Source: an optimization exercise on an open RTL-to-GDS flow (aim: small area, a short achievable clock period and few clock cycles). Production flows keep margins and buffers that such runs may drop. Where RTL was checked, it was by simulation tests only, not by an equivalence proof against the original. Power figures rest on the tool's default switching activity, not on a simulated workload.

==> flow/design.v (excerpt) <==
module chip8_cpu (
    input  logic        clk,
    input  logic        reset_i,
    output logic        mem_rd_valid_o,
    output logic [11:0] mem_rd_addr_o,
    input  logic        mem_rd_ready_i,
    input  logic [7:0]  mem_rd_data_i,
    output logic        mem_wr_valid_o,
    output logic [19:0] mem_wr_o,
    input  logic        mem_wr_ready_i
);
export LEC_CHECK = 0
export ABC_AREA = 1
export CAP_MARGIN = 20
export CORE_MARGIN = 2
export CORE_UTILIZATION = 40
export CTS_BUF_LIST = sky130_fd_sc_hd__clkbuf_16
export CTS_CLUSTER_DIAMETER = 120
export CTS_CLUSTER_SIZE = 24
export PLACE_DENSITY = 0.6
export SETUP_SLACK_MARGIN = 4.2
export SLEW_MARGIN = 20
create_clock -name core_clock -period 7.0 [get_ports {clk}]
standard.sh (not shown) runs the stock make flow with config.mk's settings and CLKGATE_MAP_FILE= SYNTH_SCRIPT=/design/flow/synth_recipe.tcl, a recipe that flattens the netlist after the stock synthesis.
==> flow/flow/run.sh <==
#!/bin/bash
# The standard layout, except that the port buffers are plain buffers
# (buf_4) instead of the delay cell buffer_ports picks by default.
set -euo pipefail
bash standard.sh 'BUFFER_PORTS_ARGS=-buffer_cell sky130_fd_sc_hd__buf_4' finish > standard_flow.log 2>&1
The first run completed without violations.
==> next run, changes <==
--- a/flow/config.mk
+++ b/flow/config.mk
@@ -15,3 +15,3 @@
 export PLACE_DENSITY = 0.6
-export SETUP_SLACK_MARGIN = 4.2
+export SETUP_SLACK_MARGIN = 4.3
 export SLEW_MARGIN = 20
=>
- non-clock buffer count came out higher by 45
- clock skew shrinks by 0.014 ns
- worst hold slack improves by 0.011 ns
- final cell count came out higher slightly
- via count came out higher by a few percent
No functional check of the RTL was part of any run of this note.

chip8_cpu, a different RTL version from the one above (not shown whole).
For scale: ~2,400 cells after synthesis, roughly 450 flip-flops, roughly 46 I/O pins, about 0.023 mm^2 of cells after synthesis.
Settings: LEC_CHECK=0, ABC_AREA=1, CAP_MARGIN=20, CORE_MARGIN=2, CORE_UTILIZATION=40, CTS_BUF_LIST=sky130_fd_sc_hd__clkbuf_8, CTS_CLUSTER_SIZE=30, PLACE_DENSITY=0.6, SETUP_SLACK_MARGIN=4.0, SLEW_MARGIN=20; clock period 7.0 ns.
run.sh (not shown) runs the stock make flow with config.mk's settings and CLKGATE_MAP_FILE= SYNTH_SCRIPT=/design/flow/synth_recipe.tcl, a recipe that flattens the netlist after the stock synthesis.
Stock flow here: none of the scripts above is used.
Testbench counts at the start, summed over its fixed seeds: cycles 56,560.
Next try:
CTS_BUF_LIST = sky130_fd_sc_hd__clkbuf_16   (was sky130_fd_sc_hd__clkbuf_8)
CTS_CLUSTER_DIAMETER = 120   (was default)
CTS_CLUSTER_SIZE = 24   (was 30)
Count of clock-buffer cells in the layout falls by 58. Clock skew stays flat. Area after synthesis does not change. Final area falls by 2.6%. Sequential cell count stays the same. Worst hold slack gets better by 0.014 ns.
Next try:
==> flow/flow/run.sh (new file) <==
#!/bin/bash
# The standard layout, except that the port buffers are plain buffers
# (buf_4) instead of the delay cell buffer_ports picks by default.
set -euo pipefail
bash standard.sh 'BUFFER_PORTS_ARGS=-buffer_cell sky130_fd_sc_hd__buf_4' finish > standard_flow.log 2>&1
==> flow/standard.sh (new file) <==
#!/bin/bash
# synth_recipe.tcl (not shown) runs the flow's synth.tcl, then flattens the netlist and writes it again
# the make line also repeats each setting of config.mk as NAME=value (left out here)
make -C /OpenROAD-flow-scripts/flow DESIGN_CONFIG=/design/flow/config.mk WORK_HOME=/design/flow/orfs CLKGATE_MAP_FILE= SYNTH_SCRIPT=/design/flow/synth_recipe.tcl "${@:-finish}"
removed: flow/run.sh
Effect:
- The changed run went through all stages and came out clean
- cell area goes down by 1.6%
- setup slack improves by 0.076 ns
- count of clock-buffer cells in the layout does not change
- fmax rises by 2.6%
- sequential share of layout area came out higher by 0.73 points
- core utilization falls by 0.73 points
- flip-flop and latch count does not change
- die area stays the same
- area after synthesis is unchanged
- cell count shrinks by 0.77%
- power falls by 0.73%

chip8_cpu, a different RTL version from the one above (not shown whole).
For scale: ~2500 cells after synthesis, about 450 flip-flops, roughly 46 I/O pins.
==> flow/config.mk <==
export PLATFORM = sky130hd
export DESIGN_NAME = chip8_cpu
export DESIGN_NICKNAME = chip8_cpu
export VERILOG_FILES = /design/flow/design.v
export SDC_FILE = /design/flow/constraint.sdc
export NUM_CORES = 4
export LEC_CHECK = 0
export ABC_AREA = 1
export CAP_MARGIN = 20
export CORE_MARGIN = 2
export CORE_UTILIZATION = 40
export CTS_BUF_LIST = sky130_fd_sc_hd__clkbuf_16
export CTS_CLUSTER_DIAMETER = 120
export CTS_CLUSTER_SIZE = 24
export PLACE_DENSITY = 0.6
export SETUP_SLACK_MARGIN = 4.3
export SLEW_MARGIN = 20
==> flow/constraint.sdc <==
create_clock -name core_clock -period 7.0 [get_ports {clk}]
set_input_delay 1.4000 -clock core_clock [delete_from_list [all_inputs] [get_ports {clk}]]
set_output_delay 1.4000 -clock core_clock [all_outputs]
set_load 0.01 [all_outputs]
standard.sh (not shown) runs the stock make flow with config.mk's settings and CLKGATE_MAP_FILE= SYNTH_SCRIPT=/design/flow/synth_recipe.tcl, a recipe that flattens the netlist after the stock synthesis.
==> flow/flow/run.sh <==
#!/bin/bash
# The standard layout, except that the port buffers are plain buffers
# (buf_4) instead of the delay cell buffer_ports picks by default.
set -euo pipefail
bash standard.sh 'BUFFER_PORTS_ARGS=-buffer_cell sky130_fd_sc_hd__buf_4' finish > standard_flow.log 2>&1
==> next run, changes <==
- SETUP_SLACK_MARGIN: 4.3 -> 4.0
The new run ran to the end with no violations.
Total power is lower by a few percent.
Clock power stays flat.
Hold slack stays flat.
Core utilization falls by 2.8 points.
Clock skew is higher by 7.1 ps.
Global-route usage goes down by 1.1 points.
Fmax fell by a few percent.
Worst setup slack gets worse by 160 ps.
Final cell count drops by a few percent.
Clock-buffer cell count stays the same.
Wire length drops by a little under a tenth.
No run of this note included a check of the RTL's function; only the layout flow was run.

Setup of oak:
chip8_cpu, a different RTL version from the one above (not shown whole).
Size in the first run: roughly 440 flip-flops, ~46 I/O pins, ~23000 um2 of cells after synthesis.
clock: 7.0 ns
lec_check: 0
abc_area: 1
cap_margin: 20
core_margin: 2
core_utilization: 40
place_density: 0.6
setup_slack_margin: 4.4
slew_margin: 20
run.sh (not shown) runs the stock make flow with config.mk's settings and CLKGATE_MAP_FILE= SYNTH_SCRIPT=/design/flow/synth_recipe.tcl, a recipe that flattens the netlist after the stock synthesis.
Stock flow here: none of the scripts above is used.
## Diff of input files: pine against oak
# oak
export LEC_CHECK = 0
export ABC_AREA = 1
export CAP_MARGIN = 20
export CORE_MARGIN = 2
export CORE_UTILIZATION = 40
export PLACE_DENSITY = 0.6
export SETUP_SLACK_MARGIN = 4.4
export SLEW_MARGIN = 20
create_clock -name core_clock -period 7.0 [get_ports {clk}]
# pine
export LEC_CHECK = 0
export ABC_AREA = 1
export CAP_MARGIN = 20
export CORE_MARGIN = 2
export CORE_UTILIZATION = 40
export PLACE_DENSITY = 0.6
export SETUP_SLACK_MARGIN = 4.0
export SLEW_MARGIN = 20
create_clock -name core_clock -period 7.0 [get_ports {clk}]
==> comparison <==
Fraction of area in registers: pine and oak compared, higher one is pine. When pine is set beside oak, its final critical delay including setup and external delays turns out to be 0.036 ns larger. oak → pine: largest fanout on the critical path increased by 3 relative to the old numbers, combinational-cell power consumption decreased by about 9% relative to the old numbers.
Function was not checked in any run of this note: the RTL went through the layout flow alone.

try-ember:
The RTL this note starts from:
==> flow/design.v <==
`timescale 1ns/1ns
module chip8_cpu (
    input  logic        clk,
    input  logic        reset_i,
    output logic        mem_rd_valid_o,
    output logic [11:0] mem_rd_addr_o,
    input  logic        mem_rd_ready_i,
    input  logic [7:0]  mem_rd_data_i,
    output logic        mem_wr_valid_o,
    output logic [19:0] mem_wr_o,
    input  logic        mem_wr_ready_i
);
    logic [11:0] ra_q;
    logic        rv_q;
    logic [7:0]  hb_q;
    logic        hb_vy_q;          
    logic [11:1] st_q [0:15];
    logic [3:0]  sp_q;             
    logic        irv_q;
    logic [11:0] ir_q;
    logic [7:0]  ox_q, oy_q;       
    logic        d_wx, d_wf;       
    logic [2:0]  d_rs;             
    logic        d_subx;
    logic        d_skip, d_skne;
    logic        d_jv0, d_ldi, d_addi, d_bcd, d_blk;
    logic [7:0]  v_q [0:15];
    logic [11:0] i_q;
    logic        wv_q;
    logic [11:0] wa_q;
    logic [7:0]  wd_q;
    logic        blk_q;            
    logic        pend_q;
    logic [3:0]  idx_q;
    logic [3:0]  last_q;
    logic [1:0]  bh_q;             
    logic [6:0]  bv_q;             
    logic [11:1] ra_inc;
    logic [3:0]  x;
    logic [7:0]  kk;
    logic [11:0] nnn;
    assign x   = ir_q[11:8];
    assign kk  = ir_q[7:0];
    assign nnn = ir_q[11:0];
    logic [9:0] add_s;
    assign add_s = {1'b0, ox_q, 1'b1} + {1'b0, oy_q, d_subx};
    logic [7:0] res;
    logic       flag;
    always_comb begin
        case (d_rs)
            3'd0:    res = ~add_s[8:1];
            3'd1:    res = add_s[8:1];
            3'd2:    res = oy_q;
            3'd3:    res = ox_q | oy_q;
            3'd4:    res = ox_q & oy_q;
            3'd5:    res = ox_q ^ oy_q;
            3'd6:    res = {1'b0, ox_q[7:1]};
            default: res = {ox_q[6:0], 1'b0};
        endcase
        case (d_rs)
            3'd0:    flag = !add_s[9];
            3'd6:    flag = ox_q[0];
            3'd7:    flag = ox_q[7];
            default: flag = add_s[9];
        endcase
    end
    logic skip;
    assign skip = d_skip && ((ox_q == oy_q) ^ d_skne);
    logic issue, out_free;
    logic d_store, hazard, e_hold, e_done, e_redir, e_wr;
    logic [11:1] e_tgt;
    assign d_store = d_bcd || d_blk;
    assign hazard  = pend_q && blk_q &&
                     ((d_wx && (x >= idx_q) && (x <= last_q)) || (d_wf && (last_q == 4'hF)));
    assign e_hold  = (d_store && (pend_q || !out_free)) || hazard;
    assign e_done  = irv_q && !e_hold;
    assign e_redir = irv_q && (skip || d_jv0);
    assign e_wr    = irv_q && !hazard;
    logic [12:0] i_sum;
    assign i_sum = {i_q, 1'b1} + {4'd0, ox_q, d_blk};
    always_comb begin
        if (d_skip) e_tgt = ra_inc;
        else        e_tgt = nnn[11:1] + {4'd0, v_q[0][7:1]} + {10'd0, nnn[0] & v_q[0][0]};
    end
    always_ff @(posedge clk) begin
        if (e_wr && d_wx) v_q[x] <= res;
        if (e_wr && d_wf) v_q[15] <= {7'd0, flag};
    end
    always_ff @(posedge clk) begin
        if (reset_i)
            i_q <= 12'd0;
        else if (irv_q && d_ldi)
            i_q <= nnn;
        else if ((irv_q && d_addi) || (issue && d_blk))
            i_q <= i_sum[12:1];
    end
    logic [7:0] lb;
    logic [3:0] op, n;
    assign lb = mem_rd_data_i;
    assign op = hb_q[7:4];
    assign n  = lb[3:0];
    logic lo_call, lo_jump, lo_ret;
    assign lo_call = (op == 4'h2);
    assign lo_jump = (op == 4'h1) || lo_call;
    assign lo_ret  = (hb_q == 8'h00) && (lb == 8'hEE);
    assign ra_inc  = ra_q[11:1] + 11'd1;
    logic lo_ok, lo_may, lo_fire, hi_fire;
    assign lo_ok   = !irv_q || (!d_wx && !d_wf && !(d_store && (pend_q || !out_free)));
    assign lo_may  = !irv_q || (!d_wx && !d_wf && !(d_store && pend_q));
    assign hi_fire = mem_rd_ready_i && !ra_q[0];
    assign lo_fire = mem_rd_ready_i && ra_q[0] && lo_ok;
    logic       port_fetch;
    logic [7:0] port;
    assign port_fetch = ra_q[0] && lo_may && hb_vy_q;
    assign port       = v_q[port_fetch ? lb[7:4] : idx_q];
    logic       n_wx, n_wf, n_kk, n_subx, n_suby, n_skip, n_skne;
    logic       n_jv0, n_ldi, n_addi, n_bcd, n_blk;
    logic [2:0] n_rs;
    always_comb begin
        n_wx   = 1'b0;
        n_wf   = 1'b0;
        n_rs   = 3'd1;
        n_kk   = (op == 4'h3) || (op == 4'h4) || (op == 4'h6) || (op == 4'h7);
        n_subx = (op == 4'h8) && (n == 4'h7);
        n_suby = (op == 4'h8) && (n == 4'h5);
        n_skip = (op == 4'h3) || (op == 4'h4) ||
                 (((op == 4'h5) || (op == 4'h9)) && (n == 4'h0));
        n_skne = (op == 4'h4) || (op == 4'h9);
        n_jv0  = (op == 4'hB);
        n_ldi  = (op == 4'hA);
        n_addi = (op == 4'hF) && (lb == 8'h1E);
        n_bcd  = (op == 4'hF) && (lb == 8'h33);
        n_blk  = (op == 4'hF) && (lb == 8'h55);
        case (op)
            4'h6: begin n_wx = 1'b1; n_rs = 3'd2; end
            4'h7: begin n_wx = 1'b1; n_rs = 3'd1; end
            4'h8: begin
                n_wx = 1'b1;
                case (n)
                    4'h0: n_rs = 3'd2;
                    4'h1: n_rs = 3'd3;
                    4'h2: n_rs = 3'd4;
                    4'h3: n_rs = 3'd5;
                    4'h4, 4'h7: begin n_rs = 3'd1; n_wf = 1'b1; end
                    4'h5: begin n_rs = 3'd0; n_wf = 1'b1; end
                    4'h6: begin n_rs = 3'd6; n_wf = 1'b1; end
                    4'hE: begin n_rs = 3'd7; n_wf = 1'b1; end
                    default: n_wx = 1'b0;
                endcase
            end
            default: ;
        endcase
    end
    always_ff @(posedge clk) begin
        if (reset_i) begin
            ra_q  <= 12'h200;
            rv_q  <= 1'b0;
            irv_q <= 1'b0;
        end else begin
            rv_q <= 1'b1;
            if (e_redir)
                ra_q <= {e_tgt, 1'b0};
            else if (hi_fire)
                ra_q[0] <= 1'b1;
            else if (lo_fire) begin
                if (lo_jump)
                    ra_q <= {hb_q[3:0], lb[7:1], 1'b0};
                else if (lo_ret)
                    ra_q <= {st_q[sp_q], 1'b0};
                else
                    ra_q <= {ra_inc, 1'b0};
            end
            if (lo_fire)
                irv_q <= 1'b1;
            else if (e_done)
                irv_q <= 1'b0;
        end
    end
    always_ff @(posedge clk) begin
        if (hi_fire) begin
            hb_q    <= lb;
            hb_vy_q <= (lb[7:4] == 4'h5) || (lb[7:4] == 4'h8) || (lb[7:4] == 4'h9);
        end
        if (lo_fire) begin
            ir_q   <= {hb_q[3:0], lb};
            ox_q   <= n_blk ? {4'd0, hb_q[3:0]} :
                      (n_subx || n_suby) ? ~v_q[hb_q[3:0]] :
                      v_q[hb_q[3:0]];
            oy_q   <= n_kk ? lb : port;
            d_wx   <= n_wx;
            d_wf   <= n_wf;
            d_rs   <= n_rs;
            d_subx <= n_subx;
            d_skip <= n_skip;
            d_skne <= n_skne;
            d_jv0  <= n_jv0;
            d_ldi  <= n_ldi;
            d_addi <= n_addi;
            d_bcd  <= n_bcd;
            d_blk  <= n_blk;
        end
    end
    always_ff @(posedge clk) begin
        if (lo_fire && lo_call)
            st_q[sp_q + 4'd1] <= ra_inc;
    end
    always_ff @(posedge clk) begin
        if (reset_i)
            sp_q <= 4'hF;
        else if (lo_fire && lo_call)
            sp_q <= sp_q + 4'd1;
        else if (lo_fire && lo_ret)
            sp_q <= sp_q - 4'd1;
    end
    logic [1:0] hund;
    logic [7:0] rest;
    logic [3:0] tens, ones;
    logic [7:0] gbyte;
    assign hund  = (ox_q >= 8'd200) ? 2'd2 : (ox_q >= 8'd100) ? 2'd1 : 2'd0;
    assign rest  = ox_q - ((ox_q >= 8'd200) ? 8'd200 : (ox_q >= 8'd100) ? 8'd100 : 8'd0);
    assign tens  = bv_q / 7'd10;
    assign ones  = bv_q % 7'd10;
    assign gbyte = blk_q ? port : {4'd0, idx_q[1] ? ones : idx_q[0] ? tens : {2'd0, bh_q}};
    logic w_fire, gen_go;
    assign w_fire   = wv_q && mem_wr_ready_i;
    assign out_free = !wv_q || mem_wr_ready_i;
    assign issue    = irv_q && d_store && !pend_q && out_free;
    assign gen_go   = pend_q && out_free && !(blk_q && port_fetch);
    always_ff @(posedge clk) begin
        if (reset_i) begin
            wv_q   <= 1'b0;
            pend_q <= 1'b0;
        end else if (issue) begin
            wv_q   <= 1'b1;
            pend_q <= d_bcd || (x != 4'h0);
        end else if (gen_go) begin
            wv_q   <= 1'b1;
            pend_q <= (idx_q != last_q);
        end else if (w_fire) begin
            wv_q <= 1'b0;
        end
    end
    always_ff @(posedge clk) begin
        if (issue) begin
            blk_q  <= d_blk;
            last_q <= d_bcd ? 4'd2 : x;
            bh_q   <= hund;
            bv_q   <= rest[6:0];
            wa_q   <= i_q;
            wd_q   <= d_bcd ? {6'd0, hund} : v_q[0];
            idx_q  <= 4'd1;
        end else if (gen_go) begin
            wa_q  <= wa_q + 12'd1;
            wd_q  <= gbyte;
            idx_q <= idx_q + 4'd1;
        end
    end
    assign mem_rd_valid_o = rv_q;
    assign mem_rd_addr_o  = ra_q;
    assign mem_wr_valid_o = wv_q;
    assign mem_wr_o       = {wa_q, wd_q};
endmodule
clock: 7.0 ns
lec_check: 0
abc_area: 1
cap_margin: 20
core_margin: 2
core_utilization: 40
cts_buf_list: sky130_fd_sc_hd__clkbuf_16
cts_cluster_diameter: 120
cts_cluster_size: 24
place_density: 0.55
setup_slack_margin: 4.2
slew_margin: 20
standard.sh (not shown) runs the stock make flow with config.mk's settings and CLKGATE_MAP_FILE= SYNTH_SCRIPT=/design/flow/synth_recipe.tcl, a recipe that flattens the netlist after the stock synthesis.
Scripts as last shown in full above: flow/flow/run.sh
Testbench counts of try-ember, summed over its fixed seeds: cycles 56,578.
Edits applied to the flow inputs when going from try-ember to try-sierra:
--- a/flow/config.mk
+++ b/flow/config.mk
@@ -15 +15,2 @@
-export PLACE_DENSITY = 0.55
+export GPL_ROUTABILITY_DRIVEN = 0
+export PLACE_DENSITY = 0.6
[summary]
Compared with try-ember, in try-sierra finished layout cell area went down by 1.3%, total wirelength of the detailed-routed design has decreased, internal power of the cells decreased about 1.8%, non-clock buffer count went down.
Detailed-route via count came out lower on try-sierra than on try-ember.
--- input diff try-sierra..try-violet ---
--- a/flow/config.mk
+++ b/flow/config.mk
@@ -15,2 +15 @@
-export GPL_ROUTABILITY_DRIVEN = 0
-export PLACE_DENSITY = 0.6
+export PLACE_DENSITY = 0.45
==> results.txt <==
try-violet | stages: all done | timing, DRC, antenna: all pass. In try-violet, the power consumption came out 2.9% above the value in try-sierra. On hold slack: between try-sierra and try-violet, it ends up lower for try-violet. Re max-slew violation count: no difference whatsoever between try-sierra and try-violet. Taking try-violet as 1.0, try-sierra lands at 0.913 on post-detailed-route wirelength per cell. try-violet against try-sierra: wire length increased 11%; synthesis-stage register bit count was more or less identical; global-route wire length before repair +about 8%; share of the core filled with cells in the final layout higher; combined global-route utilization of all metal layers has increased. Between try-violet and try-sierra, it is try-violet whose HPWL after detailed placement is higher, by 4.7 mm.
Input-level comparison between try-garnet and try-violet:
--- a/flow/config.mk
+++ b/flow/config.mk
@@ -15 +15 @@
-export PLACE_DENSITY = 0.45
+export PLACE_DENSITY = 0.68
--- outcome ---
Post-cts resize count shrinks by more than 10% when moving from try-violet to try-garnet. Of the two values seen for library cell contributing the largest single delay on the critical path, sky130_fd_sc_hd__edfxtp_1 was produced by try-garnet and sky130_fd_sc_hd__nand4_4 by try-violet. Each of the runs, namely try-garnet and try-violet, reached the end of the flow and came out clean. Comparing try-garnet and try-violet, the lower proportion of power drawn by the clock network is on try-garnet. Global-route wire length before repair is lower on try-garnet. Proportion of power drawn by combinational gates came out higher on try-garnet than on try-violet. try-garnet reports its worst setup path startpoint as ox_q[7] while try-violet reports mem_wr_ready_i. Fmax | try-garnet vs try-violet | try-garnet faster. try-garnet and try-violet ended up with nearly the same combinational-cell power consumption. Of the two candidates, try-violet has the worse final period demand of the worst path and try-garnet the better one. Looking at share of final-layout standard cells stronger than drive strength 1, try-garnet sits 1.5 points lower than try-violet does.

-- port drivers added, routing unchanged --
No port has a modelled driver above. Below, the same layouts with a new extraction and two added sets of constraints. Step 1 (the two cells are an assumption about what drives the block):
set clk [get_ports {clk}]
set_driving_cell -lib_cell sky130_fd_sc_hd__clkbuf_16 $clk
set_driving_cell -lib_cell sky130_fd_sc_hd__buf_2 [delete_from_list [all_inputs] $clk]
Step 2 moves the port delays by t, midway between the first and last clock arrival at a register: inputs arrive t later, outputs are due t later. That takes back most of the time a late clock gives input paths. a / b / c = no drivers / after step 1 / after step 2; a / b = the first two.
run	shift t [ns]	setup slack, ns	cell pins on the clock port's net
the first run of note 1	0.627	4.203 / 4.198 / 3.572	1
the second run of note 1	0.627	4.277 / 4.246 / 3.719	1
the first run of note 2	0.722	4.012 / 3.989 / 3.307	1
the second run of note 2	0.627	4.046 / 3.985 / 3.451	1
the third run of note 2	0.625	4.121 / 4.121 / 3.569	1
the first run of note 3	0.643	4.217 / 4.217 / 3.681	1
the second run of note 3	0.629	4.054 / 4.091 / 3.462	1
oak	0.637	3.641 / 3.641 / 3.364	1
pine	0.639	3.605 / 3.605 / 3.097	1
try-ember	0.633	4.225 / 4.246 / 3.613	1
try-sierra	0.631	4.160 / 4.143 / 3.511	1
try-violet	0.631	4.158 / 4.193 / 3.562	1
try-garnet	0.621	4.239 / 4.239 / 3.642	1
After both steps every run listed still meets setup and hold. The setup slack of the first run of note 2, which loses most, moves by -0.023 ns with the drivers and by -0.705 ns with both steps.
